What follows belongs to an exercise in optimizing a design on an open flow for small area, a short achievable clock period and few clock cycles; a production flow would make more cautious choices. In this exercise RTL edits were held to simulation tests only and were not proved equivalent to the original.

// npu_ctrl
module npu_ctrl #(
    parameter int unsigned N     = 4,
    parameter int unsigned KTAPS = 3
) (
    input  logic        clk,
    input  logic        rst_n,
    input  logic        npu_start_matrix_mul,
    input  logic        npu_start_conv,
    output logic        npu_done,
    output logic        busy,
    input  logic [63:0] a_base,
    input  logic [63:0] b_base,
    input  logic [63:0] c_base,
    output logic        mem_req,
    output logic        mem_we,
    output logic [63:0] mem_addr,
    output logic [63:0] mem_wdata,
    input  logic        mem_ready,
    input  logic        mem_rvalid,
    input  logic [63:0] mem_rdata
);
Size: ~1100 flip-flops, about 390 I/O pins, about 0.084 mm² of cells after synthesis.
==> flow/config.mk <==
export PLATFORM = sky130hd
export DESIGN_NAME = npu_ctrl
export DESIGN_NICKNAME = npu_ctrl
export VERILOG_FILES = /design/flow/design.v
export SDC_FILE = /design/flow/constraint.sdc
export NUM_CORES = 4
export LEC_CHECK = 0
export CAP_MARGIN = 20
export CORE_MARGIN = 2
export CORE_UTILIZATION = 55
export SLEW_MARGIN = 20
==> flow/constraint.sdc <==
create_clock -name core_clock -period 11.0 [get_ports {clk}]
set_input_delay 2.2000 -clock core_clock [delete_from_list [all_inputs] [get_ports {clk}]]
set_output_delay 2.2000 -clock core_clock [all_outputs]
set_load 0.01 [all_outputs]
standard.sh (not shown) runs the stock make flow with config.mk's settings and CLKGATE_MAP_FILE= SYNTH_SCRIPT=/design/flow/synth_recipe.tcl, a recipe that flattens the netlist after the stock synthesis.
==> flow/flow/run.sh <==
#!/bin/bash
bash standard.sh SETUP_SLACK_MARGIN=7.3 \
  "BUFFER_PORTS_ARGS=-buffer_cell sky130_fd_sc_hd__buf_2" \
  "CTS_ARGS=-sink_clustering_enable -repair_clock_nets -dont_use_dummy_load" \
  finish > standard.log 2>&1
Testbench counts at the start, summed over its fixed seeds: cycles 7,988.
Then changed:
==> flow/flow/run.sh (replaced) <==
#!/bin/bash
bash standard.sh SETUP_SLACK_MARGIN=8 \
  "BUFFER_PORTS_ARGS=-buffer_cell sky130_fd_sc_hd__buf_2" \
  "CTS_ARGS=-sink_clustering_enable -repair_clock_nets -dont_use_dummy_load -buf_list {sky130_fd_sc_hd__clkbuf_4 sky130_fd_sc_hd__clkbuf_8}" \
  finish > standard.log 2>&1
- CORE_UTILIZATION: 55 -> 40
Result:
- core utilization fell by 9.7 points
- design area rose by about a fifth


npu_ctrl again, from the RTL that the note above started with.
==> flow/design.v (excerpt) <==
module npu_ctrl #(
    parameter int unsigned N     = 4,
    parameter int unsigned KTAPS = 3
) (
    input  logic        clk,
    input  logic        rst_n,
    input  logic        npu_start_matrix_mul,
    input  logic        npu_start_conv,
    output logic        npu_done,
    output logic        busy,
    input  logic [63:0] a_base,
    input  logic [63:0] b_base,
    input  logic [63:0] c_base,
    output logic        mem_req,
    output logic        mem_we,
    output logic [63:0] mem_addr,
    output logic [63:0] mem_wdata,
    input  logic        mem_ready,
    input  logic        mem_rvalid,
    input  logic [63:0] mem_rdata
);
==> flow/config.mk <==
export PLATFORM = sky130hd
export DESIGN_NAME = npu_ctrl
export DESIGN_NICKNAME = npu_ctrl
export VERILOG_FILES = /design/flow/design.v
export SDC_FILE = /design/flow/constraint.sdc
export NUM_CORES = 4
export LEC_CHECK = 0
export CAP_MARGIN = 20
export CORE_MARGIN = 2
export CORE_UTILIZATION = 68
export SLEW_MARGIN = 20
==> flow/constraint.sdc <==
create_clock -name core_clock -period 11.0 [get_ports {clk}]
set_input_delay 2.2000 -clock core_clock [delete_from_list [all_inputs] [get_ports {clk}]]
set_output_delay 2.2000 -clock core_clock [all_outputs]
set_load 0.01 [all_outputs]
==> flow/flow/run.sh <==
#!/bin/bash
bash standard.sh SETUP_SLACK_MARGIN=7.15 \
  "BUFFER_PORTS_ARGS=-buffer_cell sky130_fd_sc_hd__buf_2" \
  "CTS_ARGS=-sink_clustering_enable -repair_clock_nets -dont_use_dummy_load" \
  finish > standard.log 2>&1
The first run went through all stages and came out clean.
Testbench counts at the start, summed over its fixed seeds: cycles 7,988.
Change:
==> flow/flow/run.sh (replaced) <==
#!/bin/bash
bash standard.sh SETUP_SLACK_MARGIN=7.3 \
  "BUFFER_PORTS_ARGS=-buffer_cell sky130_fd_sc_hd__buf_1" \
  "CTS_ARGS=-sink_clustering_enable -repair_clock_nets -dont_use_dummy_load -sink_clustering_size 30 -sink_clustering_max_diameter 80" \
  finish > standard.log 2>&1
What happened: Via count is about the same; die area does not change; area after synthesis is unchanged; register-to-register slack improved by 0.13 ns; cell area shrinks by 1.1%; worst hold slack improved by 0.011 ns; core utilization went down by 0.80 points.
Change:
==> flow/flow/run.sh (replaced) <==
#!/bin/bash
bash standard.sh SETUP_SLACK_MARGIN=7.3 \
  "BUFFER_PORTS_ARGS=-buffer_cell sky130_fd_sc_hd__buf_2" \
  "CTS_ARGS=-sink_clustering_enable -repair_clock_nets -dont_use_dummy_load -sink_clustering_size 30 -sink_clustering_max_diameter 80" \
  finish > standard.log 2>&1
What happened: First-iteration DRC count went up by about 11%; final area went up by about 1.1%; non-clock buffer count went up by 26; sequential share of layout area went down by 0.34 points; maximum frequency went up by 0.91%; worst setup slack improved by 0.034 ns; critical path depth is unchanged; die area stays the same; via count went up by about 1.1%; area after synthesis stays the same.
Change:
==> flow/flow/run.sh (replaced) <==
#!/bin/bash
bash standard.sh SETUP_SLACK_MARGIN=7.3 \
  "BUFFER_PORTS_ARGS=-buffer_cell sky130_fd_sc_hd__buf_2" \
  "CTS_ARGS=-sink_clustering_enable -repair_clock_nets -dont_use_dummy_load" \
  finish > standard.log 2>&1
Outcome: The new run completed without violations; area after synthesis stays the same.

-- static timing again, ports no longer ideal --
Ports are ideal in the flow. The routed layouts listed here were re-timed in OpenROAD. Step 1 sets driving cells, clkbuf_16 on the clock port and buf_2 on the other inputs (assumed; they add their load-dependent delay and slew). Step 2 also shifts input and output timing later by t, the mid clock arrival at the registers, as if the neighbouring blocks saw the same clock. a / b / c = no drivers / after step 1 / after step 2; a / b = the first two.
run	t, ns	setup WS [ns]	worst setup path after step 2	cell pins on the clock port's net
the first run of note 1	0.835	7.240 / 7.238 / 6.678	input to register	1
the second run of note 1	1.022	7.075 / 6.988 / 6.930	input to register	1
the first run of note 2	0.786	7.090 / 7.090 / 6.546	input to register	1
the second run of note 2	0.760	7.216 / 7.216 / 6.570	input to register	1
the third run of note 2	0.776	7.250 / 7.228 / 6.739	input to register	1
the fourth run of note 2	0.823	7.236 / 7.212 / 6.614	input to register	1
After both steps every run listed still meets setup and hold. For the second run of note 2, which loses most, drivers alone change the setup slack by 0.000 ns; drivers and shift together by -0.646 ns.
